This design comes from an exercise in tuning for small area and a short achievable clock period on the open sky130 flow, not from production work. In this exercise RTL edits were held to simulation tests only and were not proved equivalent to the original. No activity file was given, so power comes from the tool's default toggle rates.

**design.v**
```verilog
module xgmii_rx_stats #(
    parameter int NCH           = 4,
    parameter int CNT_W         = 16,
    parameter int TICKS_PER_SEC = 50000,
    parameter int MAX_LEN       = 1518
) (
    input  logic                 sys_clk,
    input  logic                 sys_rst,
    input  logic [64*NCH-1:0]    xgmii_rxd,
    input  logic [8*NCH-1:0]     xgmii_rxc,
    input  logic                 clear,
    output logic                 sec_tick,
    output logic [CNT_W*NCH-1:0] rx_pps,
    output logic [CNT_W*NCH-1:0] rx_throughput,
    output logic [CNT_W*NCH-1:0] rx_errors
);
    localparam int TW = (TICKS_PER_SEC > 1) ?
                        $clog2(TICKS_PER_SEC) : 1;
    localparam logic [TW-1:0] TC = TW'(TICKS_PER_SEC - 1);
    localparam int LW = 12;
    localparam logic [LW-1:0] LMAX = {1'b0, {(LW-1){1'b1}}};
    localparam int PW0 = $clog2(8 * TICKS_PER_SEC / 73 + 2);
    localparam int PW  = (PW0 < CNT_W) ? PW0 : CNT_W;
    logic [TW-1:0] win_q;
    logic          tick_q;
    logic          win_end;
    assign win_end = (win_q == TC);
    always_ff @(posedge sys_clk or posedge sys_rst) begin
        if (sys_rst) begin
            win_q  <= '0;
            tick_q <= 1'b0;
        end else begin
            win_q  <= (clear || win_end) ? '0 : win_q + 1'b1;
            tick_q <= !clear && win_end;
        end
    end
    assign sec_tick = tick_q;
    for (genvar k = 0; k < NCH; k++) begin : g_ch
        logic             st_q;
        logic [LW-1:0]    lm_q, lm_d;
        logic [PW-1:0]    pps_q, opps_q, p;
        logic [CNT_W-1:0] byt_q, err_q;
        logic [CNT_W-1:0] obyt_q, oerr_q;
        logic [CNT_W-1:0] b, e;
        logic [7:0] ctl, dat, trm, erl, bnd;
        logic       s0, s4;
        logic [8:0] nb;              
        logic [8:0] fst;             
        logic [3:0] pc [9];          
        logic [3:0] ds;              
        logic       eb;              
        logic       any_b, any_ft, good;
        logic [1:0]     err_n;
        logic [CNT_W:0] es, bx, by;
        logic [7:0] rng;             
        always_comb begin
            for (int i = 0; i < 8; i++) begin
                logic [7:0] byt;
                logic       hi;
                byt    = xgmii_rxd[64*k + 8*i +: 8];
                hi     = &byt[7:3];
                ctl[i] = xgmii_rxc[8*k + i];
                dat[i] = !ctl[i];
                trm[i] = ctl[i] && hi && byt[2:0] == 3'b101;
                erl[i] = ctl[i] && hi && byt[2:0] == 3'b110;
            end
            s0 = ctl[0] && xgmii_rxd[64*k +: 8] == 8'hFB;
            s4 = ctl[4] && xgmii_rxd[64*k + 32 +: 8] == 8'hFB;
            bnd = trm | {3'b000, s4, 3'b000, s0};
            nb[0] = 1'b1;
            for (int i = 0; i < 8; i++)
                nb[i+1] = nb[i] && !bnd[i];
            fst = {nb[8], bnd & nb[7:0]};
            any_b  = !nb[8];
            any_ft = |(trm & nb[7:0]);
            eb     = |(erl & nb[7:0]);
            pc[0] = 4'd0;
            pc[1] = {3'd0, dat[0]};
            pc[2] = {3'd0, dat[0]} + {3'd0, dat[1]};
            pc[3] = pc[2] + {3'd0, dat[2]};
            pc[4] = pc[2] + ({3'd0, dat[2]} + {3'd0, dat[3]});
            pc[5] = pc[4] + {3'd0, dat[4]};
            pc[6] = pc[4] + ({3'd0, dat[4]} + {3'd0, dat[5]});
            pc[7] = pc[4] + ({3'd0, dat[4]} + {3'd0, dat[5]} +
                             {3'd0, dat[6]});
            pc[8] = pc[4] + ({3'd0, dat[4]} + {3'd0, dat[5]} +
                             {3'd0, dat[6]} + {3'd0, dat[7]});
            ds = 4'd0;
            for (int i = 0; i < 9; i++)
                ds = ds | (fst[i] ? pc[i] : 4'd0);
            for (int j = 0; j < 8; j++)
                rng[j] = !lm_q[LW-1] &&
                         (lm_q >= LW'(64 - j)) &&
                         (lm_q <= LW'(MAX_LEN - j));
            good = st_q && any_ft && !eb && rng[ds[2:0]];
            err_n = {1'b0, st_q && any_b && !good}
                  + {1'b0, s0 && |bnd[7:1]}
                  + {1'b0, s4 && |trm[7:5]};
            es = {1'b0, err_q} + {{(CNT_W-1){1'b0}}, err_n};
            e  = es[CNT_W] ? '1 : es[CNT_W-1:0];
            p = pps_q + {{(PW-1){1'b0}}, good};
            bx = {1'b0, byt_q} + {{(CNT_W+2-LW){1'b0}}, lm_q[LW-2:0]};
            by = bx + {{(CNT_W-2){1'b0}}, ds[2:0]};
            b  = !good ? byt_q : (by[CNT_W] ? '1 : by[CNT_W-1:0]);
            if (!any_b) begin
                logic [LW-1:0] ls;
                ls   = lm_q + {{(LW-4){1'b0}}, ds};
                lm_d = (eb || (!lm_q[LW-1] && ls[LW-1])) ?
                       LMAX : ls;
            end else if (s4) begin
                lm_d = (|erl[7:5]) ? LMAX :
                       LW'(pc[8] - pc[5]) - LW'(7);
            end else begin
                lm_d = (|erl[7:1]) ? LMAX :
                       LW'(pc[8] - pc[1]) - LW'(7);
            end
        end
        always_ff @(posedge sys_clk or posedge sys_rst) begin
            if (sys_rst) begin
                st_q   <= 1'b0;
                pps_q  <= '0;
                byt_q  <= '0;
                err_q  <= '0;
                opps_q <= '0;
                obyt_q <= '0;
                oerr_q <= '0;
            end else begin
                if (any_b)
                    st_q <= (s4 && !(|trm[7:5])) || (s0 && !(|bnd[7:1]));
                if (clear) begin
                    pps_q  <= '0;
                    byt_q  <= '0;
                    err_q  <= '0;
                    opps_q <= '0;
                    obyt_q <= '0;
                    oerr_q <= '0;
                end else if (win_end) begin
                    pps_q  <= '0;
                    byt_q  <= '0;
                    err_q  <= '0;
                    opps_q <= p;
                    obyt_q <= b;
                    oerr_q <= e;
                end else begin
                    pps_q  <= p;
                    byt_q  <= b;
                    err_q  <= e;
                end
            end
        end
        always_ff @(posedge sys_clk)
            lm_q <= lm_d;
        assign rx_pps[CNT_W*k +: CNT_W]        = CNT_W'(opps_q);
        assign rx_throughput[CNT_W*k +: CNT_W] = obyt_q;
        assign rx_errors[CNT_W*k +: CNT_W]     = oerr_q;
    end
endmodule
module xgmii_rx_stats_top (
    input  logic          sys_clk,
    input  logic          sys_rst,
    input  logic [255:0]  xgmii_rxd,
    input  logic [31:0]   xgmii_rxc,
    input  logic          clear,
    output logic          sec_tick,
    output logic [63:0]   rx_pps,
    output logic [63:0]   rx_throughput,
    output logic [63:0]   rx_errors
);
    xgmii_rx_stats #(
        .NCH          (4),
        .CNT_W        (16),
        .TICKS_PER_SEC(50000),
        .MAX_LEN      (1518)
    ) u_stats (
        .sys_clk      (sys_clk),
        .sys_rst      (sys_rst),
        .xgmii_rxd    (xgmii_rxd),
        .xgmii_rxc    (xgmii_rxc),
        .clear        (clear),
        .sec_tick     (sec_tick),
        .rx_pps       (rx_pps),
        .rx_throughput(rx_throughput),
        .rx_errors    (rx_errors)
    );
endmodule
```
**flow/run.sh**
```bash
#!/bin/bash
# The standard layout (standard.sh) with these changes:
#  - synthesis: the standard script (synth_recipe.tcl) with ABC run on
#    flow/map.abc instead of ORFS's speed script, and adders left to ABC
#    (no full-adder cell mapping); registers are mapped exactly as before;
#  - port buffers are plain buf_1 cells;
#  - timing repair aims SETUP_SLACK_MARGIN ns beyond the constraint.
set -euo pipefail
here=$(pwd)
export MY_ABC_SCRIPT=$here/flow/map.abc
export ADDER_MAP_FILE=
export BUFFER_PORTS_ARGS="-buffer_cell sky130_fd_sc_hd__buf_1"
export SETUP_SLACK_MARGIN=${SETUP_SLACK_MARGIN:-12}
sed "s#SYNTH_SCRIPT=[^ ]*#SYNTH_SCRIPT=$here/flow/synth.tcl#" standard.sh > standard_own.sh
grep -q "SYNTH_SCRIPT=$here/flow/synth.tcl" standard_own.sh
bash standard_own.sh > flow_make.log 2>&1
```
**flow/map.abc**
```
strash
&get -n
&syn2
&dch -f
&nf
&put
buffer -c
upsize -c
dnsize -c
```
**flow/synth.tcl**
```tcl
proc synth {args} { yosys synth -nofsm -noshare {*}$args }
proc abc {args} {
  set i [lsearch -exact $args -script]
  if { $i >= 0 && [info exists ::env(MY_ABC_SCRIPT)] && $::env(MY_ABC_SCRIPT) ne "" } {
    lset args [expr { $i + 1 }] $::env(MY_ABC_SCRIPT)
  }
  yosys abc {*}$args
}
source $::env(SCRIPTS_DIR)/synth.tcl
# left out here: clear keep_hierarchy, flatten, clean up, hide names made inside functions, write 1_2_yosys.v
```
**standard.sh**
```bash
#!/bin/bash
# synth_recipe.tcl (not shown) runs the flow's synth.tcl, then flattens the netlist and writes it again
# the make line also repeats each setting of config.mk as NAME=value (left out here)
make -C /OpenROAD-flow-scripts/flow DESIGN_CONFIG=/design/flow/config.mk WORK_HOME=/design/flow/orfs CLKGATE_MAP_FILE= SYNTH_SCRIPT=/design/flow/synth_recipe.tcl "${@:-finish}"
```
**config.mk**
```make
export PLATFORM = sky130hd
export DESIGN_NAME = xgmii_rx_stats_top
export DESIGN_NICKNAME = xgmii_rx_stats_top
export VERILOG_FILES = /design/flow/design.v
export SDC_FILE = /design/flow/constraint.sdc
export NUM_CORES = 4
export LEC_CHECK = 0
export CAP_MARGIN = 20
export CORE_MARGIN = 2
export CORE_UTILIZATION = 55
export SLEW_MARGIN = 20
```
**constraint.sdc**
```tcl
create_clock -name core_clock -period 20.0 [get_ports {sys_clk}]
set_input_delay 4.0000 -clock core_clock [delete_from_list [all_inputs] [get_ports {sys_clk}]]
set_output_delay 4.0000 -clock core_clock [all_outputs]
set_load 0.01 [all_outputs]
```
==> results of run 1 <==
registers in the layout (all words and copies together), names as in the netlist:
| signal | flops |
|---|---|
| u_stats.g_ch.byt_q | 64 |
| u_stats.g_ch.err_q | 64 |
| u_stats.g_ch.obyt_q | 64 |
| u_stats.g_ch.oerr_q | 64 |
| u_stats.g_ch.opps_q | 52 |
| u_stats.g_ch.pps_q | 52 |
| u_stats.g_ch.lm_q | 48 |
| u_stats.win_q | 16 |
| u_stats.g_ch.st_q | 4 |
| u_stats.tick_q | 1 |
critical path, cell delays in order:
cell,delay [ns]
sky130_fd_sc_hd__buf_6,0.14
sky130_fd_sc_hd__xnor3_2,0.55
sky130_fd_sc_hd__xor2_4,0.22
sky130_fd_sc_hd__maj3_2,0.39
sky130_fd_sc_hd__xnor2_4,0.18
sky130_fd_sc_hd__a211o_1,0.36
sky130_fd_sc_hd__or2_4,0.27
sky130_fd_sc_hd__maj3_2,0.33
sky130_fd_sc_hd__maj3_2,0.35
sky130_fd_sc_hd__maj3_2,0.36
sky130_fd_sc_hd__a31o_4,0.26
sky130_fd_sc_hd__a31oi_4,0.30
sky130_fd_sc_hd__o31ai_4,0.09
sky130_fd_sc_hd__buf_4,0.17
sky130_fd_sc_hd__o22a_1,0.24
sky130_fd_sc_hd__a22o_1,0.22
cell usage after synthesis (30+ instances only):
cell	instances	area share (%)
sky130_fd_sc_hd__nand2_1	404	5.6
sky130_fd_sc_hd__nor2_1	398	5.5
sky130_fd_sc_hd__dfrtp_1	381	35
sky130_fd_sc_hd__o21ai_0	247	4.6
sky130_fd_sc_hd__xnor2_1	224	7.2
sky130_fd_sc_hd__a21oi_1	150	2.8
sky130_fd_sc_hd__clkbuf_1	133	1.8
sky130_fd_sc_hd__xor2_1	117	3.8
sky130_fd_sc_hd__nand3_1	91	1.7
sky130_fd_sc_hd__nor3_1	83	1.5
sky130_fd_sc_hd__inv_1	81	1.1
sky130_fd_sc_hd__nand4_1	73	1.7
sky130_fd_sc_hd__and2_1	67	1.5
sky130_fd_sc_hd__nor4_1	64	1.5
sky130_fd_sc_hd__and3_1	50	1.2
sky130_fd_sc_hd__dfxtp_1	48	3.5
sky130_fd_sc_hd__a31oi_1	32	0.74
sky130_fd_sc_hd__nand2b_1	30	0.69
cell usage in the layout, fill, tap and decap left out, drive strengths merged, types with 13 or more instances in the layout:
cell,synthesis,routed
or2,21,21
nand4,73,73
or3,20,20
a22o,26,26
o31ai,23,24
nor2,401,401
o22a,13,13
nand2b,30,30
a31oi,33,33
nor3,85,85
o21a,16,17
maj3,30,30
a211oi,31,31
nor4,68,68
a21o,22,22
o211ai,13,13
nor3b,15,15
dfrtp,381,381
a21oi,153,154
nor2b,28,28
and2,69,69
nand2,404,404
and4,16,17
xnor2,227,227
o21ai,256,256
clkbuf,133,71
dfxtp,48,48
buf,46,534
and3,50,50
or4,17,17
xor2,118,119
inv,81,81
nor4b,23,23
nand3,92,92
o22ai,28,28
power by group through the flow:
stage	clock network [µW]	logic [µW]	registers (µW)
final	871	1020	1070
after global routing	921	1120	1080
after CTS	883	955	1060
after detailed placement	0	920	1080
after global placement	0	901	1070
after floorplan	0	850	961
final timing paths:
check	end	startpoint	depth (start not counted)
setup / recovery	u_stats.g_ch[0].obyt_q[4]	xgmii_rxc[0]	16
hold / removal	u_stats.g_ch[2].oerr_q[5]	u_stats.g_ch[2].oerr_q[5]	2
setup reg to reg	u_stats.g_ch[3].opps_q[12]	u_stats.g_ch[3].lm_q[5]	15
hold reg to reg	u_stats.g_ch[2].oerr_q[5]	u_stats.g_ch[2].oerr_q[5]	2
max in group asynchronous	u_stats.g_ch[1].oerr_q[1]	sys_rst	5
min in group asynchronous	u_stats.g_ch[3].obyt_q[9]	sys_rst	3
cell families (layout without fill, tap and decap cells):
logic type | count (synthesis) | after routing | synth area share (%)
simple gates | 1439 | 1440 | 26.02
other cells | 1 | 12 | 0.01384
compound gates | 749 | 754 | 17.96
xor+xnor | 353 | 354 | 11.99
flops | 429 | 429 | 38.73
buf+inv | 261 | 706 | 3.957
mux | 5 | 5 | 0.1939
fa+ha+maj | 30 | 30 | 1.131
through the flow:
step                      utilization [%]  setup slack [ns]  total power, µW
after floorplan                         -             10.88             1811
after global placement              60.09             10.40             1972
after detailed placement            60.11             10.21             1995
after CTS                           64.60             12.00             2898
after global routing                66.47             11.89             3115
final                               66.47             12.06             2952
metal layers:
metal  vias up  part of all wire (%)  GRT usage, %
met3       158                   6.8         5.764
met1     12770                    43         41.85
met2       845                    47         49.44
met4         0                   3.0         10.15
li1      12450                     -             -
met5         -                     0             0
cell type report:
cell class	count	share of cell area [%]
sequential	429	32.39
timing repair buffer	544	7.530
clock buffer	61	3.908
clock inverter	19	0.8495
inverter	82	0.9615
multi-input combinational	2595	51.80
tap	664	2.564
what timing repair did:
item / CTS / global route
pin swaps: 16 / 40
gates cloned: 2 / 5
resized for setup: 93 / 96
endpoints found under the setup margin: 359 / 329
setup buffers: 19 / 39
==> results.cfg, run 1 <==
[synthesis]
synth_enable_flop_cells = 0
yosys_register_bits = 429
yosysSeqAreaShare_pct = 38.73
synth_top_flop_cell = sky130_fd_sc_hd__dfrtp_1
synthArstFlopShare_pct = 88.81
post_synth_inst_count = 3267
synth_cell_type_count = 103
synthesis.yosys.warnings = 5
syn-cell-area_um2 = 27100
syn_area_per_cell_um2 = 8.295

[clock_tree]
cts.sink_count = 429
cts_buffers = 45
clock_latency_ns = 0.61
cts_tree = done
clkSlewWorstSetupHoldPaths_ns = 0.06
postCtsHoldBufs = 0
root_buffer_cell = sky130_fd_sc_hd__clkbuf_16
cts-htree-levels = 2
cts-root-to-sink-buffers = 3

[global_routing]
grt_max_degree = 169
grt-ovfl-total = 0
globalRouteTotalUtil_pct = 30.74
grt_antenna_before_repair = 1
vias_in_the_first_global_route = 25030
first_pass_grt_wire_length_um = 128200

[die]
num_rows = 81
placeableCoreArea_um2 = 48750
num_io_pins = 484
fp.dieW_um = 226.0
die_area_um2 = 51060
chipHeight_um = 226.0
initial_core_util_pct = 55.59

[detailed_routing]
remaining_drc_errors = 0
postRouteWirelength_um = 80850
routed_wire_length_per_instance_um = 18.40
post_drt_via_cell_ratio = 5.967
vias = 26220
drtPass1Iterations = 7
postRouteAntennaNets = 0
drtIter0Drc = 2261

[layout]
num_antenna_cells = 0
non_filler_instances = 4394
layout.area.seq_um2 = 10500
area_growth_pct = 19.57
multiInputGateArea_um2 = 16780
fillerInstances = 4116
final_layout_size_suffix_gt1_share_pct = 10.32
post-route-cell-area_um2 = 32400
final_nets = 3988

[placed_design]
placedCellCount = 4249
finalWeightedCongestion = 0.9647
buffers_added_on_ports = 471
post-dp-hpwl_um = 58120
placed_area_um2 = 29300

[pwr]
total_switching_power_uw = 1069
comb_power_share_pct = 34.4
power.density_nw_per_um2 = 91.12
cellLeakagePower_uw = 0.01325
cellInternalPower_uw = 1883
seq_power_share_pct = 36.1
power_frac_clock_pct = 29.5
vdd.ir_drop.worst_mv = 0.06123
p_sw_share_pct = 36.22

[worst_hold_path]
worstHoldPathType = reg -> reg

[worst_setup_path]
crit_arrival_ns = 8.42
timing.critical_path.fanout_max = 11
timing_worst_setup_path_type = in -> reg
worst-endpoint-required_ns = 20.48
timing.critical_path.to_type = register
timing.reg2reg.setup_slack_ns = 15.53
critPathLaunchType = input pin

[job]
maxCapViolCount = 0

[timing]
max_freq_mhz = 126.0
maxSlewViolCount = 0
accumulated_negative_setup_slack_ns = 0
timing.slew.headroom_pct = 30.94
timing.final.crit_share_pct = 39.70
timing_worst_slew_pin_value_ns = 1.036
number_of_setup_violations_in_the_final_report = 0
worst_clock_skew_ns = 0.04414
final_worst_hold_slack_ns = 0.4746
minimum_period_implied_by_the_final_worst_setup_slack_ns = 7.939
hold_viol = 0
grt_setup_unrepaired = true

[run_status]
run_status = complete, no violations
==> run 2, diff against run 1 <==
--- a/config.mk
+++ b/config.mk
@@ -7,5 +7,5 @@
 export LEC_CHECK = 0
 export CAP_MARGIN = 20
 export CORE_MARGIN = 2
-export CORE_UTILIZATION = 55
+export CORE_UTILIZATION = 40
 export SLEW_MARGIN = 20
==> run 2 against run 1 <==
Still clean on timing, DRC and antenna. Sequential power is essentially flat. Clock-buffer cell count grew 4. Combinational power shrank 4%. Non-clock buffer count shrank 12. Sequential share of layout area shrank 0.26 points. Die area grew 37%. Cell count grew 4.7%. Clock skew shrank 0.030 ns. Setup slack lost 0.027 ns. Via count shrank 4.1%.
==> results.cfg, run 2 <==
[run_status]
run_status = complete, no violations

[synthesis]
synth_common_cells = sky130_fd_sc_hd__nand2_1, sky130_fd_sc_hd__nor2_1, sky130_fd_sc_hd__dfrtp_1, sky130_fd_sc_hd__o21ai_0, sky130_fd_sc_hd__xnor2_1
yosys_register_bits = 429
cell_with_the_most_instances_after_synthesis = sky130_fd_sc_hd__nand2_1
synth_largest_area_cell = sky130_fd_sc_hd__dfrtp_1
synth_cell_type_count = 103
yosys.area.top_type_share_pct = 35.18
synthArstFlopShare_pct = 88.81
synth_top_flop_cell = sky130_fd_sc_hd__dfrtp_1
syn-cell-area_um2 = 27100
netlist_top_cells_area = sky130_fd_sc_hd__dfrtp_1, sky130_fd_sc_hd__xnor2_1, sky130_fd_sc_hd__nand2_1, sky130_fd_sc_hd__nor2_1, sky130_fd_sc_hd__o21ai_0
yosysSeqAreaShare_pct = 38.73
syn_area_per_cell_um2 = 8.295
synthesis.yosys.warnings = 5
post_synth_inst_count = 3267
synth_enable_flop_cells = 0

[layout]
leading_cell_types_in_the_layout_fill_and_taps_excluded = sky130_fd_sc_hd__buf_1, sky130_fd_sc_hd__nand2_1, sky130_fd_sc_hd__nor2_1, sky130_fd_sc_hd__dfrtp_1, sky130_fd_sc_hd__o21ai_0
layout_commonest_cell = sky130_fd_sc_hd__buf_1
multiInputGateArea_um2 = 16650
post-route-cell-area_um2 = 32660
layout.area.seq_um2 = 10500
fillerInstances = 6543
area_growth_pct = 20.53
final_layout_size_suffix_gt1_share_pct = 9.769
final_nets = 3978

[placed_design]
finalWeightedCongestion = 0.8891
worst_setup_timing_slack_at_the_placement_stage_ns = 10.45
buffers_added_on_ports = 471
placed_area_um2 = 29600
post-dp-hpwl_um = 57490

[clock_tree]
cts_buffers = 50
root_buffer_cell = sky130_fd_sc_hd__clkbuf_16
cts-htree-levels = 2
clock_latency_ns = 0.59
cts_tree = done
cts.sink_count = 429
clkSlewWorstSetupHoldPaths_ns = 0.06
cts-root-to-sink-buffers = 3

[worst_setup_path]
crit_path_cell_trace = clkbuf_4 > xnor3_2 > xor2_4 > maj3_2 > xnor2_4 > a211o_1 > or2_4 > maj3_2 > maj3_2 > maj3_2 > a31o_4 > a31oi_4 > o31ai_4 > buf_4 > o22a_1 > a22o_1
critPathLaunchType = input pin
timing.critical_path.fanout_max = 8
critical-path-top-cell-by-count = sky130_fd_sc_hd__maj3_2
timing_worst_setup_path_type = in -> reg
worst-endpoint-required_ns = 20.48
crit_arrival_ns = 8.44
cpPeakStageDelay_ns = 0.56
timing.critical_path.to_type = register
critical_path.slowest_cell = sky130_fd_sc_hd__xnor3_2

[detailed_routing]
postRouteWirelength_um = 80100
routed_wire_length_per_instance_um = 17.41
drtPass1Iterations = 5
remaining_drc_errors = 0
vias = 25140
postRouteAntennaNets = 0
drtIter0Drc = 1552
post_drt_via_cell_ratio = 5.465

[die]
chipHeight_um = 264.3
initial_core_util_pct = 40.35
fp.dieW_um = 264.3
num_rows = 95
die_area_um2 = 69850
placeableCoreArea_um2 = 67160
num_io_pins = 484

[timing]
max_freq_mhz = 125.5
number_of_setup_violations_in_the_final_report = 0
timing.final.crit_share_pct = 39.83
worst_clock_skew_ns = 0.01374
timing_worst_slew_pin_value_ns = 1.007
accumulated_negative_setup_slack_ns = 0
maxSlewViolCount = 0
timing.final.ws_setup_ns = 12.03
grt_setup_unrepaired = true
minimum_period_implied_by_the_final_worst_setup_slack_ns = 7.966
timing.slew.headroom_pct = 32.85
hold_viol = 0

[worst_hold_path]
worstHoldPathType = reg -> reg

[job]
maxCapViolCount = 0

[pwr]
cellLeakagePower_uw = 0.01332
power.density_nw_per_um2 = 92.73
vdd.ir_drop.worst_mv = 0.06831

[global_routing]
grt_max_degree = 174
grt_antenna_before_repair = 0
globalRouteTotalUtil_pct = 22.34
first_pass_grt_wire_length_um = 127900
vias_in_the_first_global_route = 24290
grt-ovfl-total = 0
-- run 2: cell counts after synthesis --
Identical to the previous run, type by type.
-- run 2: what timing repair did --
| action | CTS | global route |
|---|---|---|
| hold buffers | 0 | 0 |
| setup buffers | 21 | 22 |
| hold endpoints to repair | 0 | 0 |
| cloned | 1 | 3 |
| endpoints found under the setup margin | 354 | 352 |
| pin swaps | 12 | 24 |
| gates resized for setup | 66 | 98 |
-- run 2: cell families after synthesis --
logic type,Yosys count,share of synthesized area [%]
simple gates,1439,26.02
xor+xnor,353,11.99
compound gates,749,17.96
flops,429,38.73
fa+ha+maj,30,1.131
other cells,1,0.01384
mux,5,0.1939
buf+inv,261,3.957
-- run 2: power by group --
| part | internal, µW | leakage, µW | switching [µW] |
|---|---|---|---|
| Clock | 606 | 0.000883 | 385 |
| Combinational | 443 | 0.00671 | 533 |
| Sequential | 924 | 0.00572 | 138 |
-- run 2: metal layers --
metal	wire, µm	vias to the layer above	GRT usage (%)	share of wire, %
met5	0	-	0	0
met4	2066	0	6.680	2.6
met3	4458	124	4.167	5.6
met2	37160	581	37.18	46
met1	36420	12040	29.51	45
li1	-	12400	-	-
-- run 2: final cells by class --
cell class / count / area share (%)
inverters: 82 / 0.9538
clock inverters: 26 / 1.030
clock buffers: 65 / 4.474
flip-flops and latches: 429 / 32.13
well taps: 873 / 3.344
multi-input cells: 2592 / 50.97
diodes: 2 / 0.01532
repair buffers: 532 / 7.086
-- run 2: metrics by stage --
stage,total power [µW],hold slack [ns],cells,utilization [%]
5_1_grt,3214,0.4917,4599,48.63
3_3_place_gp,1985,0.4607,4459,44.03
6_report,3029,0.4744,4601,48.64
4_1_cts,3005,0.4810,4573,47.46
2_1_floorplan,1811,0.4514,3278,-
3_5_place_dp,1984,0.4681,4460,44.07
-- run 2: worst max-delay path: cells and delay by family --
kind	cells	cell delay, ns
compound gates	6	1.41
simple gates	1	0.28
fa+ha+maj	4	1.42
xor+xnor	3	0.99
buf+inv	2	0.35
-- run 2: final timing paths --
path                                      startpoint  cells after the start                         end  slack [ns]
min                        u_stats.g_ch[1].oerr_q[3]                      2   u_stats.g_ch[1].oerr_q[3]        0.47
max reg2reg                  u_stats.g_ch[3].lm_q[5]                     16  u_stats.g_ch[3].opps_q[12]       15.69
min in group asynchronous                    sys_rst                      3  u_stats.g_ch[3].obyt_q[13]        3.69
max                                     xgmii_rxc[2]                     16   u_stats.g_ch[0].obyt_q[1]       12.03
min reg2reg                u_stats.g_ch[1].oerr_q[3]                      2   u_stats.g_ch[1].oerr_q[3]        0.47
max in group asynchronous                    sys_rst                      5    u_stats.g_ch[1].byt_q[0]       14.01
==> run 3, diff against run 2 <==
--- a/config.mk
+++ b/config.mk
@@ -8,4 +8,6 @@
 export CAP_MARGIN = 20
 export CORE_MARGIN = 2
 export CORE_UTILIZATION = 40
+export CTS_CLUSTER_DIAMETER = 120
+export CTS_CLUSTER_SIZE = 30
 export SLEW_MARGIN = 20
==> run 3 against run 2 <==
Cell area is 3.1% lower. Register-to-register slack better by 0.09 ns. Synthesized cell count stayed put. Clock power is 52% lower. Via count is 0.87% lower. Utilization is 1.5 points lower. Sequential power hardly changed. Die area stayed put.
==> results.cfg, run 3 <==
[pwr]
totalPowerFinal_uw = 2524
power.density_nw_per_um2 = 79.76
vdd.ir_drop.worst_mv = 0.08322
cellLeakagePower_uw = 0.01273

[detailed_routing]
remaining_drc_errors = 0
routed_wire_length_per_instance_um = 17.42
drtPass1Iterations = 6
drtIter0Drc = 1686
post_drt_via_cell_ratio = 5.483
postRouteAntennaNets = 0
postRouteWirelength_um = 79210
vias = 24930

[worst_setup_path]
worst-endpoint-required_ns = 20.47
timing.critical_path.fanout_max = 8
crit_arrival_ns = 8.45
path_buf_inv = 3
timing.critical_path.to_type = register
timing_worst_setup_path_type = in -> reg
critPathLaunchType = input pin
critical_path.slowest_cell = sky130_fd_sc_hd__xnor3_2
critical-path-top-cell-by-count = sky130_fd_sc_hd__maj3_2
cpLargestDelayFamily = adder cells
crit_path_cell_trace = clkbuf_4 > xnor3_2 > xor2_4 > maj3_2 > xnor2_4 > a211o_1 > or2_4 > maj3_2 > maj3_2 > maj3_2 > a31o_4 > a31oi_4 > buf_12 > o31ai_4 > buf_4 > o22a_1 > a22o_1
cpPeakStageDelay_ns = 0.56

[global_routing]
first_pass_grt_wire_length_um = 126500
globalRouteTotalUtil_pct = 21.96
vias_in_the_first_global_route = 23920
grt-ovfl-total = 0
grt_antenna_before_repair = 0
grt_max_degree = 174

[synthesis]
syn-cell-area_um2 = 27100
synth_common_cells = sky130_fd_sc_hd__nand2_1, sky130_fd_sc_hd__nor2_1, sky130_fd_sc_hd__dfrtp_1, sky130_fd_sc_hd__o21ai_0, sky130_fd_sc_hd__xnor2_1
synthesis.yosys.warnings = 5
synth_cell_type_count = 103
synth_enable_flop_cells = 0
syn_area_per_cell_um2 = 8.295
synthArstFlopShare_pct = 88.81
synth_top_flop_cell = sky130_fd_sc_hd__dfrtp_1
cell_with_the_most_instances_after_synthesis = sky130_fd_sc_hd__nand2_1
synth_largest_area_cell = sky130_fd_sc_hd__dfrtp_1
netlist_top_cells_area = sky130_fd_sc_hd__dfrtp_1, sky130_fd_sc_hd__xnor2_1, sky130_fd_sc_hd__nand2_1, sky130_fd_sc_hd__nor2_1, sky130_fd_sc_hd__o21ai_0
yosys_register_bits = 429
post_synth_inst_count = 3267
yosys.area.top_type_share_pct = 35.18
yosysSeqAreaShare_pct = 38.73

[die]
die_area_um2 = 69850
num_rows = 95
fp.dieW_um = 264.3
initial_core_util_pct = 40.35
num_io_pins = 484
placeableCoreArea_um2 = 67160
chipHeight_um = 264.3

[layout]
area_growth_pct = 16.80
layout.area.seq_um2 = 10500
leading_cell_types_in_the_layout_fill_and_taps_excluded = sky130_fd_sc_hd__buf_1, sky130_fd_sc_hd__nand2_1, sky130_fd_sc_hd__nor2_1, sky130_fd_sc_hd__dfrtp_1, sky130_fd_sc_hd__o21ai_0
final_layout_size_suffix_gt1_share_pct = 8.824
fillerInstances = 6622
multiInputGateArea_um2 = 16800
final_nets = 3955
layout_commonest_cell = sky130_fd_sc_hd__buf_1

[clock_tree]
clock_latency_ns = 0.57
cts-root-to-sink-buffers = 3
root_buffer_cell = sky130_fd_sc_hd__clkbuf_16
cts.sink_count = 429
cts_buffers = 19
cts-htree-levels = 1
clkSlewWorstSetupHoldPaths_ns = 0.12
cts_tree = done

[job]
maxCapViolCount = 0

[timing]
timing.final.crit_share_pct = 39.89
timing.slew.headroom_pct = 32.93
accumulated_negative_setup_slack_ns = 0
maxSlewViolCount = 0
grt_setup_unrepaired = true
final_worst_hold_slack_ns = 0.4879
max_freq_mhz = 125.3
timing.final.ws_setup_ns = 12.02
worst_clock_skew_ns = 0.02568
timing_worst_slew_pin_value_ns = 1.006
minimum_period_implied_by_the_final_worst_setup_slack_ns = 7.979
number_of_setup_violations_in_the_final_report = 0
hold_viol = 0

[worst_hold_path]
worstHoldPathType = reg -> reg

[placed_design]
post-dp-hpwl_um = 57490
worst_setup_timing_slack_at_the_placement_stage_ns = 10.45
buffers_added_on_ports = 471
finalWeightedCongestion = 0.8891

[run_status]
run_status = complete, no violations
[run 3: cell types whose count changed in the layout (fill, tap and decap cells not counted), moves of 4 or more]
cell / previous run / this run
sky130_fd_sc_hd__nor4_1: 42 / 38
sky130_fd_sc_hd__clkinv_2: 10 / 1
sky130_fd_sc_hd__clkbuf_8: 9 / 0
sky130_fd_sc_hd__clkbuf_16: 53 / 19
sky130_fd_sc_hd__buf_4: 56 / 62
sky130_fd_sc_hd__clkinvlp_4: 5 / 1
sky130_fd_sc_hd__bufinv_16: 7 / 0
[run 3: kinds of logic after synthesis]
group           after synthesis  share of synthesized area, %
fa+ha+maj                    30                         1.131
mux                           5                        0.1939
other cells                   1                       0.01384
buf+inv                     261                         3.957
compound gates              749                         17.96
simple gates               1439                         26.02
xor+xnor                    353                         11.99
flops                       429                         38.73
[run 3: area by class of cell]
cell class | count | share of cell area [%]
antenna | 1 | 0.007906
clock buffer | 23 | 1.550
clock inverter | 6 | 0.1937
inverter | 82 | 0.9843
multi-input combinational | 2592 | 53.07
sequential | 429 | 33.16
tap | 873 | 3.451
timing repair buffer | 540 | 7.590
[run 3: timing repair]
action                     CTS  global route
hold buffers                 0             0
pin swaps                   14            24
setup endpoints to repair  358           350
resized for setup           71           118
buffers inserted            20            31
cloned                       3             1
[run 3: stage by stage]
step                      std cells  area, µm²  utilization [%]
final                          4546      31650            47.13
after global routing           4545      31650            47.13
after CTS                      4512      30670            45.67
after detailed placement       4460      29600            44.07
after global placement         4459      29570            44.03
after floorplan                3278      27340                -
[run 3: worst paths after layout]
check / end / slack [ns] / from / depth (start not counted)
max in group asynchronous: u_stats.g_ch[1].byt_q[12] / 14.00 / sys_rst / 5
hold reg to reg: u_stats.g_ch[1].oerr_q[3] / 0.49 / u_stats.g_ch[1].oerr_q[3] / 2
min in group asynchronous: u_stats.g_ch[3].obyt_q[13] / 3.70 / sys_rst / 3
setup reg to reg: u_stats.g_ch[3].opps_q[12] / 15.78 / u_stats.g_ch[3].lm_q[5] / 16
hold / removal: u_stats.g_ch[1].oerr_q[3] / 0.49 / u_stats.g_ch[1].oerr_q[3] / 2
setup / recovery: u_stats.g_ch[0].obyt_q[1] / 12.02 / xgmii_rxc[2] / 17
[run 3: worst min-delay path: cells and delay by family (launching register included)]
kind / cells / cell delay [ns]
AOI/OAI and AO/OA: 1 / 0.06
DFF: 1 / 0.36
and+or+nand+nor: 1 / 0.04
[run 3: layer usage]
layer  routed length (µm)  global-route usage, %  part of all wire, %  up-vias
li1                     -                      -                    -    12320
met1                36230                  29.50                   46    12000
met2                37160                  37.01                   47      525
met3                 3985                  3.598                  5.0       84
met4                 1833                  5.190                  2.3        0
met5                    0                      0                    0        -
[run 3: where the power goes]
| part | switching, µW | total (µW) | internal, µW |
|---|---|---|---|
| Combinational | 534 | 984 | 449 |
| Sequential | 139 | 1060 | 922 |
| Clock | 297 | 480 | 183 |
==> run 4, diff against run 3 <==
--- a/design.v
+++ b/design.v
@@ -52,6 +52,8 @@
         logic       any_b, any_ft, good;
         logic [1:0]     err_n;
         logic [CNT_W:0] es, bx, by;
+        logic [3:0]     esj;
+        logic [7:0]     bsj;
         logic [7:0] rng;             
         always_comb begin
             for (int i = 0; i < 8; i++) begin
@@ -96,12 +98,16 @@
             err_n = {1'b0, st_q && any_b && !good}
                   + {1'b0, s0 && |bnd[7:1]}
                   + {1'b0, s4 && |trm[7:5]};
+            for (int j = 0; j < 4; j++)
+                esj[j] = ({1'b0, err_q} + (CNT_W+1)'(j)) >> CNT_W;
             es = {1'b0, err_q} + {{(CNT_W-1){1'b0}}, err_n};
-            e  = es[CNT_W] ? '1 : es[CNT_W-1:0];
+            e  = esj[err_n] ? '1 : es[CNT_W-1:0];
             p = pps_q + {{(PW-1){1'b0}}, good};
             bx = {1'b0, byt_q} + {{(CNT_W+2-LW){1'b0}}, lm_q[LW-2:0]};
+            for (int j = 0; j < 8; j++)
+                bsj[j] = (bx + (CNT_W+1)'(j)) >> CNT_W;
             by = bx + {{(CNT_W-2){1'b0}}, ds[2:0]};
-            b  = !good ? byt_q : (by[CNT_W] ? '1 : by[CNT_W-1:0]);
+            b  = !good ? byt_q : (bsj[ds[2:0]] ? '1 : by[CNT_W-1:0]);
             if (!any_b) begin
                 logic [LW-1:0] ls;
                 ls   = lm_q + {{(LW-4){1'b0}}, ds};
--- a/config.mk
+++ b/config.mk
@@ -8,6 +8,4 @@
 export CAP_MARGIN = 20
 export CORE_MARGIN = 2
 export CORE_UTILIZATION = 40
-export CTS_CLUSTER_DIAMETER = 120
-export CTS_CLUSTER_SIZE = 30
 export SLEW_MARGIN = 20
==> run 4 against run 3 <==
Largest cell class unchanged. Still clean on timing, DRC and antenna. Highest routed layer is now met5. Synthesized area fell by 0.39%. Critical endpoint is now u_stats.g_ch[2].oerr_q[11]. Cell area up 0.94%. Cell count is 1.5% higher.
==> results.cfg, run 4 <==
[worst_setup_path]
timing_worst_setup_path_type = in -> reg
cp-startpoint = xgmii_rxc[18]
timing.critical_path.to_type = register
worst-endpoint-required_ns = 20.45
timing.critical_path.fanout_max = 7
critPathLaunchType = input pin
reg2reg_from = u_stats.g_ch[3].lm_q[10]
timing.reg2reg.setup_slack_ns = 15.52
crit_arrival_ns = 8.33
critical_path.reg2reg.endpoint = u_stats.g_ch[3].oerr_q[11]
worst_r2r_path_depth = 16

[pwr]
p_sw_share_pct = 35.50
comb_power_share_pct = 31.8
seq_power_share_pct = 37.3
total_switching_power_uw = 1017
vdd.ir_drop.worst_mv = 0.06306
totalPowerFinal_uw = 2865
power_frac_clock_pct = 30.9
cellInternalPower_uw = 1848
cellLeakagePower_uw = 0.01299
power.density_nw_per_um2 = 89.69

[clock_tree]
clkSlewWorstSetupHoldPaths_ns = 0.06
cts-htree-levels = 2
cts-root-to-sink-buffers = 3
postCtsHoldBufs = 0
cts_buffers = 49
root_buffer_cell = sky130_fd_sc_hd__clkbuf_16
cts.sink_count = 429
cts_tree = done
clock_latency_ns = 0.61

[global_routing]
first_pass_grt_wire_length_um = 123500
grt.busiest_layer = met2
globalRouteTotalUtil_pct = 21.33
gr-usage-met2_pct = 35.91
grt_antenna_before_repair = 4
grtUsageMet1_pct = 28.05
grt-ovfl-total = 0
vias_in_the_first_global_route = 23630
grt_max_degree = 162
grtUsageMet3_pct = 4.176

[die]
initial_core_util_pct = 40.27
die_area_um2 = 69580
num_io_pins = 484
num_rows = 95
chipHeight_um = 263.8
fp.dieW_um = 263.8
placeableCoreArea_um2 = 67040

[timing]
timing_worst_slew_pin_value_ns = 1.034
worst_clock_skew_ns = 0.02885
timing.slew.headroom_pct = 31.07
hold_viol = 0
timing.final.crit_share_pct = 39.41
number_of_setup_violations_in_the_final_report = 0
minimum_period_implied_by_the_final_worst_setup_slack_ns = 7.882
accumulated_negative_setup_slack_ns = 0
maxSlewViolCount = 0
grt_setup_unrepaired = true
max_freq_mhz = 126.9

[detailed_routing]
postRouteWirelength_um = 77450
postRouteAntennaNets = 0
drtIter0Drc = 1294
drtPass1Iterations = 5
vias = 24960
routed_wire_length_per_instance_um = 16.79
post_drt_via_cell_ratio = 5.411
remaining_drc_errors = 0

[layout]
area_growth_pct = 18.36
final_layout_size_suffix_gt1_share_pct = 8.590
fillerInstances = 6619
leading_cell_types_in_the_layout_fill_and_taps_excluded = sky130_fd_sc_hd__buf_1, sky130_fd_sc_hd__nand2_1, sky130_fd_sc_hd__nor2_1, sky130_fd_sc_hd__dfrtp_1, sky130_fd_sc_hd__o21ai_0
final_core_utilization_pct = 47.66
final_nets = 3988
layout_commonest_cell = sky130_fd_sc_hd__buf_1

[synthesis]
yosys.area.top_type_share_pct = 35.32
yosysSeqAreaShare_pct = 38.88
synthesis.yosys.warnings = 5
synth_largest_area_cell = sky130_fd_sc_hd__dfrtp_1
synth_common_cells = sky130_fd_sc_hd__nand2_1, sky130_fd_sc_hd__nor2_1, sky130_fd_sc_hd__dfrtp_1, sky130_fd_sc_hd__o21ai_0, sky130_fd_sc_hd__xnor2_1
syn_area_per_cell_um2 = 8.222
synthArstFlopShare_pct = 88.81
synth_enable_flop_cells = 0
yosys_register_bits = 429
syn-cell-area_um2 = 26990
synth_top_flop_cell = sky130_fd_sc_hd__dfrtp_1
synth_cell_type_count = 109
post_synth_inst_count = 3283
netlist_top_cells_area = sky130_fd_sc_hd__dfrtp_1, sky130_fd_sc_hd__xnor2_1, sky130_fd_sc_hd__nand2_1, sky130_fd_sc_hd__nor2_1, sky130_fd_sc_hd__o21ai_0

[worst_hold_path]
min_delay_path_depth = 2
min_to = u_stats.g_ch[3].opps_q[4]
worstHoldPathType = reg -> reg
timing.hold.worst.start = u_stats.g_ch[3].opps_q[4]

[job]
maxCapViolCount = 0

[placed_design]
post-dp-hpwl_um = 55900
finalWeightedCongestion = 0.8671
buffers_added_on_ports = 471

[run_status]
run_status = complete, no violations
-- run 4: final cells by class --
type                       count  area (µm²)  share of cell area (%)
multi-input combinational   2619       16230                   50.80
antenna                        2       5.005                 0.01567
clock buffer                  72        1413                   4.422
clock inverter                19       177.7                  0.5561
tap                          873        1092                   3.419
sequential                   429       10500                   32.85
inverter                      70       266.5                  0.8342
timing repair buffer         528        2271                   7.108
-- run 4: power groups by stage --
stage	clock network (µW)	registers (µW)	logic [µW]
detailed placement	0	1080	864
floorplan	0	963	824
CTS	912	1070	884
global route	948	1080	1020
global placement	0	1080	861
finish	884	1070	911
-- run 4: logic make-up (layout without fill, tap and decap cells) --
kind of cell               Yosys count  in the layout  synth area share (%)
AOI/OAI and AO/OA                  736            736                 17.14
xor gates and xnor gates           357            357                 12.07
adders and majority gates           28             28                 1.043
buffers and inverters              247            689                 3.801
DFF                                429            429                 38.88
muxes                               18             18                0.6767
other                                1             14               0.01389
and+or+nand+nor                   1467           1468                 26.37
-- run 4: worst max path at each step --
stage,endpoint,cells after the start
final,u_stats.g_ch[2].oerr_q[11],17
after floorplan,u_stats.g_ch[0].byt_q[0],1
after global placement,u_stats.g_ch[1].opps_q[12],17
after CTS,u_stats.g_ch[1].opps_q[12],17
after detailed placement,u_stats.g_ch[1].opps_q[12],17
after global routing,u_stats.g_ch[0].opps_q[12],17
-- run 4: per-layer routing --
metal	up-vias	part of all wire [%]
met5	-	0.035
met4	4	2.4
met3	110	5.4
met2	604	47
met1	11830	45
li1	12410	-
-- run 4: per-stage QoR --
stage          setup slack (ns)  hold slack (ns)  area (µm²)  std cells
6_report                  12.12           0.4781       31950       4612
2_1_floorplan             10.88           0.4513       27190       3294
4_1_cts                   12.00           0.4806       31380       4586
5_1_grt                   11.95           0.5049       31950       4611
3_5_place_dp              10.32           0.4683       29460       4481
3_3_place_gp              10.43           0.4596       29440       4480
-- run 4: timing repair --
| item | in CTS | in global routing |
|---|---|---|
| endpoints found under the setup margin | 347 | 285 |
| pin swaps | 9 | 26 |
| setup buffers | 14 | 23 |
| resized for setup | 49 | 80 |
| gates cloned | 0 | 1 |
-- run 4: worst max-delay path, cell delays in order --
cell                        delay (ns)
sky130_fd_sc_hd__clkbuf_2         0.15
sky130_fd_sc_hd__xnor3_2          0.54
sky130_fd_sc_hd__xnor2_4          0.21
sky130_fd_sc_hd__maj3_2           0.37
sky130_fd_sc_hd__o32a_1           0.22
sky130_fd_sc_hd__xor2_2           0.18
sky130_fd_sc_hd__nand2_1          0.16
sky130_fd_sc_hd__nand3_4          0.15
sky130_fd_sc_hd__a311o_1          0.30
sky130_fd_sc_hd__a22o_1           0.26
sky130_fd_sc_hd__and4_4           0.20
sky130_fd_sc_hd__or3b_4           0.40
sky130_fd_sc_hd__a21oi_4          0.22
sky130_fd_sc_hd__o2111ai_2        0.21
sky130_fd_sc_hd__or3_1            0.39
sky130_fd_sc_hd__a211oi_2         0.27
sky130_fd_sc_hd__o21ai_1          0.09
==> run 5, diff against run 4 <==
--- a/config.mk
+++ b/config.mk
@@ -8,4 +8,6 @@
 export CAP_MARGIN = 20
 export CORE_MARGIN = 2
 export CORE_UTILIZATION = 40
+export CTS_CLUSTER_DIAMETER = 120
+export CTS_CLUSTER_SIZE = 30
 export SLEW_MARGIN = 20
==> run 5 against run 4 <==
Still clean on timing, DRC and antenna. Synthesized area unchanged. Clock power decreased by 45%. Maximum frequency increased by 0.15%. Critical path depth unchanged. Combinational power about the same. Largest power group unchanged. Highest routed layer unchanged.
==> results.cfg, run 5 <==
[worst_hold_path]
timing.hold.worst.start = u_stats.g_ch[0].obyt_q[0]
min_delay_path_depth = 2
min_to = u_stats.g_ch[0].obyt_q[0]
worstHoldPathType = reg -> reg

[layout]
layout_commonest_cell = sky130_fd_sc_hd__buf_1
leading_cell_types_in_the_layout_fill_and_taps_excluded = sky130_fd_sc_hd__buf_1, sky130_fd_sc_hd__nand2_1, sky130_fd_sc_hd__nor2_1, sky130_fd_sc_hd__dfrtp_1, sky130_fd_sc_hd__o21ai_0
final_nets = 3966
final_layout_size_suffix_gt1_share_pct = 7.459
final_core_utilization_pct = 46.24
area_growth_pct = 14.84

[clock_tree]
cts.sink_count = 429
root_buffer_cell = sky130_fd_sc_hd__clkbuf_16
cts-root-to-sink-buffers = 3
clock_latency_ns = 0.57
cts-htree-levels = 1
cts_tree = done
cts_buffers = 19
clkSlewWorstSetupHoldPaths_ns = 0.11

[job]
maxCapViolCount = 0

[synthesis]
netlist_top_cells_area = sky130_fd_sc_hd__dfrtp_1, sky130_fd_sc_hd__xnor2_1, sky130_fd_sc_hd__nand2_1, sky130_fd_sc_hd__nor2_1, sky130_fd_sc_hd__o21ai_0
synth_enable_flop_cells = 0
synth_cell_type_count = 109
synth_common_cells = sky130_fd_sc_hd__nand2_1, sky130_fd_sc_hd__nor2_1, sky130_fd_sc_hd__dfrtp_1, sky130_fd_sc_hd__o21ai_0, sky130_fd_sc_hd__xnor2_1
synth_top_flop_cell = sky130_fd_sc_hd__dfrtp_1
syn_area_per_cell_um2 = 8.222
yosys.area.top_type_share_pct = 35.32
synthesis.yosys.warnings = 5
yosysSeqAreaShare_pct = 38.88
synth_largest_area_cell = sky130_fd_sc_hd__dfrtp_1
post_synth_inst_count = 3283
syn-cell-area_um2 = 26990
synthArstFlopShare_pct = 88.81
yosys_register_bits = 429

[placed_design]
finalWeightedCongestion = 0.8671
post-dp-hpwl_um = 55900
buffers_added_on_ports = 471

[global_routing]
globalRouteTotalUtil_pct = 20.94
grt_max_degree = 162
grt_antenna_before_repair = 2
grt-ovfl-total = 0
vias_in_the_first_global_route = 23350
first_pass_grt_wire_length_um = 122100

[detailed_routing]
postRouteWirelength_um = 76550
post_drt_via_cell_ratio = 5.431
routed_wire_length_per_instance_um = 16.78
vias = 24770
remaining_drc_errors = 0
drtIter0Drc = 1331
postRouteAntennaNets = 0
drtPass1Iterations = 7

[timing]
accumulated_negative_setup_slack_ns = 0
grt_setup_unrepaired = true
number_of_setup_violations_in_the_final_report = 0
timing.slew.headroom_pct = 29.33
max_freq_mhz = 127.1
minimum_period_implied_by_the_final_worst_setup_slack_ns = 7.870
maxSlewViolCount = 0
worst_clock_skew_ns = 0.03799
timing.final.crit_share_pct = 39.35
hold_viol = 0
timing_worst_slew_pin_value_ns = 1.060

[worst_setup_path]
timing.critical_path.fanout_max = 7
worst_r2r_path_depth = 16
critical_path.reg2reg.endpoint = u_stats.g_ch[3].oerr_q[13]
critPathLaunchType = input pin
crit_arrival_ns = 8.30
worst-endpoint-required_ns = 20.43
timing.reg2reg.setup_slack_ns = 15.50
timing_worst_setup_path_type = in -> reg
timing.critical_path.to_type = register
reg2reg_from = u_stats.g_ch[3].lm_q[10]

[die]
initial_core_util_pct = 40.27
fp.dieW_um = 263.8
placeableCoreArea_um2 = 67040
die_area_um2 = 69580
chipHeight_um = 263.8
num_io_pins = 484
num_rows = 95

[run_status]
run_status = complete, no violations

[pwr]
totalPowerFinal_uw = 2465
power.density_nw_per_um2 = 79.53
cellLeakagePower_uw = 0.01253
vdd.ir_drop.worst_mv = 0.06673
==> run 5: cell types whose count changed in the layout (fill, tap and decap cells not counted), sizes merged <==
| cell | previous run | this run |
|---|---|---|
| and4 | 21 | 22 |
| buf | 517 | 527 |
| bufinv | 1 | 0 |
| clkbuf | 83 | 35 |
| clkinv | 14 | 0 |
| clkinvlp | 4 | 1 |
| inv | 70 | 74 |
| nor2 | 423 | 424 |
==> run 5: repair_timing <==
action | CTS | global route
buffers inserted | 14 | 29
pin swaps | 10 | 31
setup endpoints to repair | 361 | 282
hold buffers | 0 | 0
cloned | 0 | 3
endpoints found under the hold margin | 0 | 0
resized for setup | 53 | 79
==> run 5: how the worst max path moves through the flow <==
stage / from / endpoint / slack [ns]
finish: xgmii_rxc[18] / u_stats.g_ch[2].oerr_q[13] / 12.13
global route: xgmii_rxc[25] / u_stats.g_ch[3].oerr_q[13] / 11.93
CTS: xgmii_rxc[9] / u_stats.g_ch[1].opps_q[12] / 11.98
detailed placement: xgmii_rxc[8] / u_stats.g_ch[1].opps_q[12] / 10.32
global placement: xgmii_rxc[8] / u_stats.g_ch[1].opps_q[12] / 10.43
floorplan: sys_rst / u_stats.g_ch[0].byt_q[0] / 10.88
==> run 5: through the flow <==
stage / hold WS [ns] / area (µm²) / instances / setup WS [ns]
finish: 0.4882 / 31000 / 4562 / 12.13
global route: 0.5176 / 31000 / 4561 / 11.93
CTS: 0.4948 / 30370 / 4528 / 11.98
detailed placement: 0.4683 / 29460 / 4481 / 10.32
global placement: 0.4596 / 29440 / 4480 / 10.43
floorplan: 0.4513 / 27190 / 3294 / 10.88
==> run 5: kinds of logic after synthesis <==
logic type	after synthesis	synth area share [%]
XOR/XNOR	357	12.07
buffers and inverters	247	3.801
AND/OR/NAND/NOR	1467	26.37
multiplexers	18	0.6767
other	1	0.01389
flip-flops	429	38.88
adder cells (fa/ha/maj)	28	1.043
AO/OA/AOI/OAI	736	17.14
==> run 5: metal layers <==
layer,GRT usage (%),part of all wire (%),wire length (µm)
met1,27.96,46,35140
met2,35.84,47,35930
met3,3.057,4.8,3699
met4,4.822,2.3,1763
met5,0,0.017,13
==> run 5: worst max-delay path: stages <==
cell and delay (ns):
sky130_fd_sc_hd__clkbuf_2 0.15, sky130_fd_sc_hd__xnor3_2 0.54, sky130_fd_sc_hd__xnor2_4 0.21, sky130_fd_sc_hd__maj3_2 0.36
sky130_fd_sc_hd__o32a_1 0.22, sky130_fd_sc_hd__xor2_2 0.19, sky130_fd_sc_hd__nand2_2 0.13, sky130_fd_sc_hd__nand3_4 0.11
sky130_fd_sc_hd__a311o_1 0.29, sky130_fd_sc_hd__a22o_1 0.26, sky130_fd_sc_hd__and4_4 0.20, sky130_fd_sc_hd__or3b_4 0.40
sky130_fd_sc_hd__a21oi_4 0.26, sky130_fd_sc_hd__o2111ai_4 0.21, sky130_fd_sc_hd__or3_4 0.44, sky130_fd_sc_hd__a211oi_4 0.22
sky130_fd_sc_hd__o21ai_1 0.08
==> run 5: report_power, final <==
group	switching, µW	internal (µW)	leakage, µW
logic	492	418	0.00653
clock network	298	189	0.000278
registers	145	924	0.00572
==> run 5: cell type report <==
type / instances / area (µm²)
fill: 6695 / 36040
multi-input combinational: 2621 / 16260
sequential: 429 / 10500
timing repair buffer: 534 / 2302
tap: 873 / 1092
clock buffer: 28 / 509.2
inverter: 70 / 266.5
clock inverter: 5 / 67.56
antenna: 2 / 5.005
==> run 6, diff against run 5 <==
--- a/config.mk
+++ b/config.mk
@@ -8,6 +8,7 @@
 export CAP_MARGIN = 20
 export CORE_MARGIN = 2
 export CORE_UTILIZATION = 40
-export CTS_CLUSTER_DIAMETER = 120
-export CTS_CLUSTER_SIZE = 30
+export CTS_CLUSTER_DIAMETER = 100
+export CTS_CLUSTER_SIZE = 24
 export SLEW_MARGIN = 20
+export TNS_END_PERCENT = 50
==> run 6 against run 5 <==
Still clean on timing, DRC and antenna. Clock power grew 25%. Clock skew is 0.012 ns lower. Cell count increased by 0.28%. Critical path depth grew 1. Synthesized area unchanged. Sequential power is essentially flat. Global-route usage rose by 0.97 points. Via count increased by 0.54%. Die area stayed put. Utilization increased by 0.60 points. Power rose by 5.2%. Cell area increased by 1.3%. Highest routed layer is now met4.
==> results.cfg, run 6 <==
[global_routing]
first_pass_grt_wire_length_um = 126100
grt_antenna_before_repair = 1
grt_max_degree = 101
grt-ovfl-total = 0
vias_in_the_first_global_route = 23380
globalRouteTotalUtil_pct = 21.90

[job]
maxCapViolCount = 0

[die]
num_io_pins = 484
placeableCoreArea_um2 = 67040
die_area_um2 = 69580
num_rows = 95
chipHeight_um = 263.8
initial_core_util_pct = 40.27
fp.dieW_um = 263.8

[layout]
leading_cell_types_in_the_layout_fill_and_taps_excluded = sky130_fd_sc_hd__buf_1, sky130_fd_sc_hd__nand2_1, sky130_fd_sc_hd__nor2_1, sky130_fd_sc_hd__dfrtp_1, sky130_fd_sc_hd__o21ai_0
final_nets = 3976
fillerInstances = 6733
final_layout_size_suffix_gt1_share_pct = 8.241
area_growth_pct = 16.34
layout_commonest_cell = sky130_fd_sc_hd__buf_1

[placed_design]
finalWeightedCongestion = 0.9123
worst_setup_timing_slack_at_the_placement_stage_ns = 10.14
buffers_added_on_ports = 471
post-dp-hpwl_um = 58090

[synthesis]
yosys.area.top_type_share_pct = 35.32
synth_cell_type_count = 109
synthArstFlopShare_pct = 88.81
synth_largest_area_cell = sky130_fd_sc_hd__dfrtp_1
synth_top_flop_cell = sky130_fd_sc_hd__dfrtp_1
yosys_register_bits = 429
synth_common_cells = sky130_fd_sc_hd__nand2_1, sky130_fd_sc_hd__nor2_1, sky130_fd_sc_hd__dfrtp_1, sky130_fd_sc_hd__o21ai_0, sky130_fd_sc_hd__xnor2_1
syn-cell-area_um2 = 26990
netlist_top_cells_area = sky130_fd_sc_hd__dfrtp_1, sky130_fd_sc_hd__xnor2_1, sky130_fd_sc_hd__nand2_1, sky130_fd_sc_hd__nor2_1, sky130_fd_sc_hd__o21ai_0
syn_area_per_cell_um2 = 8.222
synth_enable_flop_cells = 0
synthesis.yosys.warnings = 5
yosysSeqAreaShare_pct = 38.88
post_synth_inst_count = 3283

[worst_setup_path]
timing_worst_setup_path_type = in -> reg
crit_arrival_ns = 8.31
timing.critical_path.to_type = register
critPathLaunchType = input pin
timing.critical_path.fanout_max = 7
worst-endpoint-required_ns = 20.45

[detailed_routing]
postRouteAntennaNets = 0
postRouteWirelength_um = 79480
remaining_drc_errors = 0
post_drt_via_cell_ratio = 5.445
routed_wire_length_per_instance_um = 17.37
drtIter0Drc = 1467
vias = 24910
drtPass1Iterations = 5

[pwr]
cellInternalPower_uw = 1627
total_switching_power_uw = 967.1
comb_power_share_pct = 35.3
cellLeakagePower_uw = 0.01271
power_frac_clock_pct = 23.5
seq_power_share_pct = 41.1
power.density_nw_per_um2 = 82.61
p_sw_share_pct = 37.28
totalPowerFinal_uw = 2594
vdd.ir_drop.worst_mv = 0.05214

[clock_tree]
cts-root-to-sink-buffers = 3
cts_buffers = 25
clkSlewWorstSetupHoldPaths_ns = 0.10
cts.sink_count = 429
postCtsHoldBufs = 0
root_buffer_cell = sky130_fd_sc_hd__clkbuf_16
cts_tree = done
cts-htree-levels = 1
clock_latency_ns = 0.59

[timing]
accumulated_negative_setup_slack_ns = 0
maxSlewViolCount = 0
timing.slew.headroom_pct = 32.71
grt_setup_unrepaired = true
minimum_period_implied_by_the_final_worst_setup_slack_ns = 7.857
timing.final.ws_setup_ns = 12.14
worst_clock_skew_ns = 0.02581
final_worst_hold_slack_ns = 0.4828
number_of_setup_violations_in_the_final_report = 0
timing_worst_slew_pin_value_ns = 1.000
max_freq_mhz = 127.3
hold_viol = 0
timing.final.crit_share_pct = 39.28

[run_status]
run_status = complete, no violations

[worst_hold_path]
worstHoldPathType = reg -> reg
-- run 6: per-layer routing --
metal | vias up | global-route usage [%] | part of all wire [%]
met5 | - | 0 | 0
met4 | 0 | 7.709 | 3.6
met3 | 122 | 3.365 | 5.2
met2 | 597 | 35.61 | 45
met1 | 11820 | 29.69 | 46
li1 | 12370 | - | -
-- run 6: path summary, 6_finish.rpt --
path / depth (start not counted) / end / from / slack, ns
worst max-delay path: 18 / u_stats.g_ch[2].oerr_q[11] / xgmii_rxc[17] / 12.14
worst min-delay path: 2 / u_stats.g_ch[3].opps_q[3] / u_stats.g_ch[3].opps_q[3] / 0.48
worst max register to register: 16 / u_stats.g_ch[3].oerr_q[13] / u_stats.g_ch[3].lm_q[10] / 15.50
worst min register to register: 2 / u_stats.g_ch[3].opps_q[3] / u_stats.g_ch[3].opps_q[3] / 0.48
max in group asynchronous: 5 / u_stats.g_ch[0].byt_q[3] / sys_rst / 14.07
min in group asynchronous: 3 / u_stats.g_ch[1].oerr_q[5] / sys_rst / 3.65
-- run 6: area by class of cell --
| type | instances | area (µm²) | area share (%) |
|---|---|---|---|
| antenna | 1 | 2.502 | 0.007968 |
| timing repair buffer | 540 | 2338 | 7.446 |
| clock buffer | 31 | 658.1 | 2.096 |
| inverter | 70 | 266.5 | 0.8486 |
| tap | 873 | 1092 | 3.478 |
| clock inverter | 12 | 203.9 | 0.6494 |
| multi-input combinational | 2619 | 16350 | 52.05 |
| sequential | 429 | 10500 | 33.42 |
-- run 6: per-stage QoR --
stage	std cells	util, %	instance area, µm²
3_5_place_dp	4487	43.81	29370
6_report	4575	46.84	31400
3_3_place_gp	4487	43.80	29360
2_1_floorplan	3294	-	27040
5_1_grt	4575	46.84	31400
4_1_cts	4554	45.83	30730
-- run 6: cell families after synthesis --
logic type | share of synthesized area (%)
flops | 38.88
mux | 0.6767
xor+xnor | 12.07
fa+ha+maj | 1.043
simple gates | 26.37
other cells | 0.01389
compound gates | 17.14
buf+inv | 3.801
-- run 6: power groups by stage --
stage | clock network, µW | logic [µW] | registers (µW)
after floorplan | 0 | 819 | 963
after global placement | 0 | 861 | 1080
after detailed placement | 0 | 865 | 1080
after CTS | 638 | 889 | 1060
after global routing | 663 | 1020 | 1080
final | 610 | 917 | 1070
-- run 6: repair_timing --
item / in CTS / in global routing
gates cloned: 0 / 1
setup endpoints to repair: 336 / 222
buffers inserted: 24 / 19
pin swaps: 15 / 22
resized for setup: 70 / 104
-- run 6: worst max-delay path, stage by stage --
cell and delay [ns]:
sky130_fd_sc_hd__clkbuf_4 0.17, sky130_fd_sc_hd__xnor3_2 0.54, sky130_fd_sc_hd__xnor2_4 0.20, sky130_fd_sc_hd__maj3_2 0.35
sky130_fd_sc_hd__o32a_1 0.20, sky130_fd_sc_hd__xor2_1 0.18, sky130_fd_sc_hd__nand2_1 0.14, sky130_fd_sc_hd__nand3_4 0.12
sky130_fd_sc_hd__a311o_1 0.29, sky130_fd_sc_hd__a22o_1 0.22, sky130_fd_sc_hd__and4_4 0.21, sky130_fd_sc_hd__or3b_4 0.43
sky130_fd_sc_hd__a21oi_4 0.19, sky130_fd_sc_hd__buf_4 0.16, sky130_fd_sc_hd__o2111ai_4 0.17, sky130_fd_sc_hd__or3_4 0.40
sky130_fd_sc_hd__a211oi_4 0.23, sky130_fd_sc_hd__o21ai_1 0.08
==> run 7, diff against run 6 <==
==> flow/map.abc (replaced) <==
strash
&get -n
&syn2
&dch -f
&nf
&put
--- a/config.mk
+++ b/config.mk
@@ -11,4 +11,3 @@
 export CTS_CLUSTER_DIAMETER = 100
 export CTS_CLUSTER_SIZE = 24
 export SLEW_MARGIN = 20
-export TNS_END_PERCENT = 50
==> run 7 against run 6 <==
Still clean on timing, DRC and antenna. Worst hold slack worse by 0.0017 ns. Register-to-register slack worse by 0.03 ns. Power is 1.7% lower. Cell count is 0.20% lower. Non-clock buffer count is 8 higher. Critical endpoint is now u_stats.g_ch[2].oerr_q[13]. Largest cell class unchanged. Largest power group unchanged.
==> results.cfg, run 7 <==
[run_status]
run_status = complete, no violations

[synthesis]
post_synth_inst_count = 3118
synthArstFlopShare_pct = 88.81
synthesis.yosys.warnings = 5
yosysSeqAreaShare_pct = 40.28
netlist_top_cells_area = sky130_fd_sc_hd__dfrtp_1, sky130_fd_sc_hd__xnor2_1, sky130_fd_sc_hd__nor2_1, sky130_fd_sc_hd__nand2_1, sky130_fd_sc_hd__o21ai_0
yosys_register_bits = 429
synth_largest_area_cell = sky130_fd_sc_hd__dfrtp_1
yosys.area.top_type_share_pct = 36.59
syn-cell-area_um2 = 26060
synth_enable_flop_cells = 0
synth_top_flop_cell = sky130_fd_sc_hd__dfrtp_1
syn_area_per_cell_um2 = 8.357
cell_with_the_most_instances_after_synthesis = sky130_fd_sc_hd__nor2_1

[layout]
final_core_utilization_pct = 48.68
final_layout_size_suffix_gt1_share_pct = 7.330
num_antenna_cells = 0
area_growth_pct = 20.45
leading_cell_types_in_the_layout_fill_and_taps_excluded = sky130_fd_sc_hd__buf_1, sky130_fd_sc_hd__nand2_1, sky130_fd_sc_hd__nor2_1, sky130_fd_sc_hd__dfrtp_1, sky130_fd_sc_hd__o21ai_0
layout_commonest_cell = sky130_fd_sc_hd__buf_1
final_nets = 3986

[worst_setup_path]
timing.reg2reg.setup_slack_ns = 15.47
timing_worst_setup_path_type = in -> reg
reg2reg_from = u_stats.g_ch[3].lm_q[1]
timing.critical_path.fanout_max = 7
worst-endpoint-required_ns = 20.42
critical_path.reg2reg.endpoint = u_stats.g_ch[3].obyt_q[3]
crit_arrival_ns = 8.33

[timing]
grt_setup_unrepaired = true
max_freq_mhz = 126.4
hold_viol = 0
timing.slew.headroom_pct = 27.87
worst_clock_skew_ns = 0.01811
timing_worst_slew_pin_value_ns = 1.082
minimum_period_implied_by_the_final_worst_setup_slack_ns = 7.913
number_of_setup_violations_in_the_final_report = 0
accumulated_negative_setup_slack_ns = 0

[die]
chipHeight_um = 259.2
num_io_pins = 484
die_area_um2 = 67200
placeableCoreArea_um2 = 64460
initial_core_util_pct = 40.42
fp.dieW_um = 259.2

[pwr]
cellLeakagePower_uw = 0.01247

[clock_tree]
root_buffer_cell = sky130_fd_sc_hd__clkbuf_16
cts.sink_count = 429
postCtsHoldBufs = 0
cts-root-to-sink-buffers = 3
cts_buffers = 23
cts-htree-levels = 1
cts_tree = done

[global_routing]
grtUsageMet1_pct = 29.04
vias_in_the_first_global_route = 23140
gr-usage-met2_pct = 37.19
grt-ovfl-total = 0
globalRouteTotalUtil_pct = 21.42
grt_max_degree = 176
grt.busiest_layer = met2

[worst_hold_path]
timing.hold.worst.start = u_stats.g_ch[3].obyt_q[2]
worstHoldPathType = reg -> reg
min_delay_path_depth = 2
min_to = u_stats.g_ch[3].obyt_q[2]

[placed_design]
post-dp-hpwl_um = 53080
buffers_added_on_ports = 471
finalWeightedCongestion = 0.9119

[detailed_routing]
routed_wire_length_per_instance_um = 16.42
drtPass1Iterations = 5
drtIter0Drc = 1330
postRouteAntennaNets = 0
vias = 24860
remaining_drc_errors = 0
run 7: cell count changes after synthesis, moves of 21 or more:
cell | before | now
sky130_fd_sc_hd__clkbuf_1 | 132 | 0
sky130_fd_sc_hd__clkinv_1 | 0 | 70
sky130_fd_sc_hd__inv_1 | 70 | 0
sky130_fd_sc_hd__and2_0 | 1 | 40
sky130_fd_sc_hd__and2_1 | 39 | 0
sky130_fd_sc_hd__o21ai_0 | 255 | 279
sky130_fd_sc_hd__o21ai_1 | 23 | 0
sky130_fd_sc_hd__buf_2 | 21 | 0
run 7: power by group:
| group | internal [µW] | leakage [µW] | switching [µW] | total [µW] |
|---|---|---|---|---|
| Sequential | 923 | 0.00572 | 146 | 1070 |
| Combinational | 429 | 0.00640 | 509 | 938 |
| Clock | 238 | 0.000350 | 305 | 543 |
run 7: area by class of cell:
| class | instances | area (µm²) |
|---|---|---|
| clock buffer | 34 | 626.9 |
| clock inverter | 7 | 90.09 |
| fill | 6417 | 33080 |
| inverter | 70 | 289.0 |
| multi-input combinational | 2623 | 16400 |
| sequential | 429 | 10500 |
| tap | 855 | 1070 |
| timing repair buffer | 548 | 2409 |
run 7: logic make-up after synthesis:
| group | share of synthesized area (%) |
|---|---|
| AND/OR/NAND/NOR | 26.96 |
| other | 0.01439 |
| AO/OA/AOI/OAI | 17.35 |
| adder cells (fa/ha/maj) | 1.076 |
| flip-flops | 40.28 |
| XOR/XNOR | 12.27 |
| multiplexers | 0.7011 |
| buffers and inverters | 1.354 |
run 7: worst max path at each step:
stage / slack [ns] / cells past startpoint / end / start
floorplan: 11.81 / 15 / u_stats.g_ch[1].err_q[13] / xgmii_rxd[76]
global placement: 10.71 / 17 / u_stats.g_ch[3].oerr_q[8] / xgmii_rxc[24]
detailed placement: 10.55 / 17 / u_stats.g_ch[3].oerr_q[8] / xgmii_rxc[24]
CTS: 12.01 / 17 / u_stats.g_ch[0].oerr_q[9] / xgmii_rxc[1]
global route: 11.93 / 20 / u_stats.g_ch[3].oerr_q[13] / xgmii_rxc[26]
finish: 12.09 / 17 / u_stats.g_ch[2].oerr_q[13] / xgmii_rxc[18]
run 7: critical path, stage by stage:
cell and delay (ns):
sky130_fd_sc_hd__clkbuf_2 0.17, sky130_fd_sc_hd__xnor3_2 0.55, sky130_fd_sc_hd__xnor2_4 0.20, sky130_fd_sc_hd__maj3_2 0.37, sky130_fd_sc_hd__o32a_1 0.21, sky130_fd_sc_hd__xor2_2 0.18, sky130_fd_sc_hd__nand2_2 0.10, sky130_fd_sc_hd__nand3_4 0.12
sky130_fd_sc_hd__a311o_1 0.30, sky130_fd_sc_hd__a22o_1 0.25, sky130_fd_sc_hd__and4_4 0.19, sky130_fd_sc_hd__or3b_4 0.40, sky130_fd_sc_hd__a21oi_4 0.26, sky130_fd_sc_hd__o2111ai_4 0.23, sky130_fd_sc_hd__or3_4 0.45, sky130_fd_sc_hd__a211oi_4 0.24
sky130_fd_sc_hd__o21ai_0 0.10
run 7: metal layers:
metal / vias up / routed length [µm]
li1: 12410 / -
met1: 11810 / 34000
met2: 569 / 36360
met3: 64 / 3460
met4: 0 / 1156
met5: - / 0
run 7: timing repair:
| action | CTS | global route |
|---|---|---|
| pin swaps | 15 | 29 |
| cloned | 3 | 2 |
| endpoints found under the setup margin | 243 | 231 |
| resized for setup | 43 | 83 |
| hold endpoints to repair | 0 | 0 |
| buffers inserted | 34 | 31 |
run 7: metrics by stage:
stage	total power [µW]	cell area, µm²	hold WS, ns	worst slack [ns]	instances
5_1_grt	2726	31380	0.5086	11.93	4566
2_1_floorplan	1747	26600	0.4551	11.81	3129
3_3_place_gp	1944	29480	0.4601	10.71	4454
3_5_place_dp	1945	29480	0.4680	10.55	4454
6_report	2551	31380	0.4812	12.09	4566
4_1_cts	2531	30720	0.4900	12.01	4532
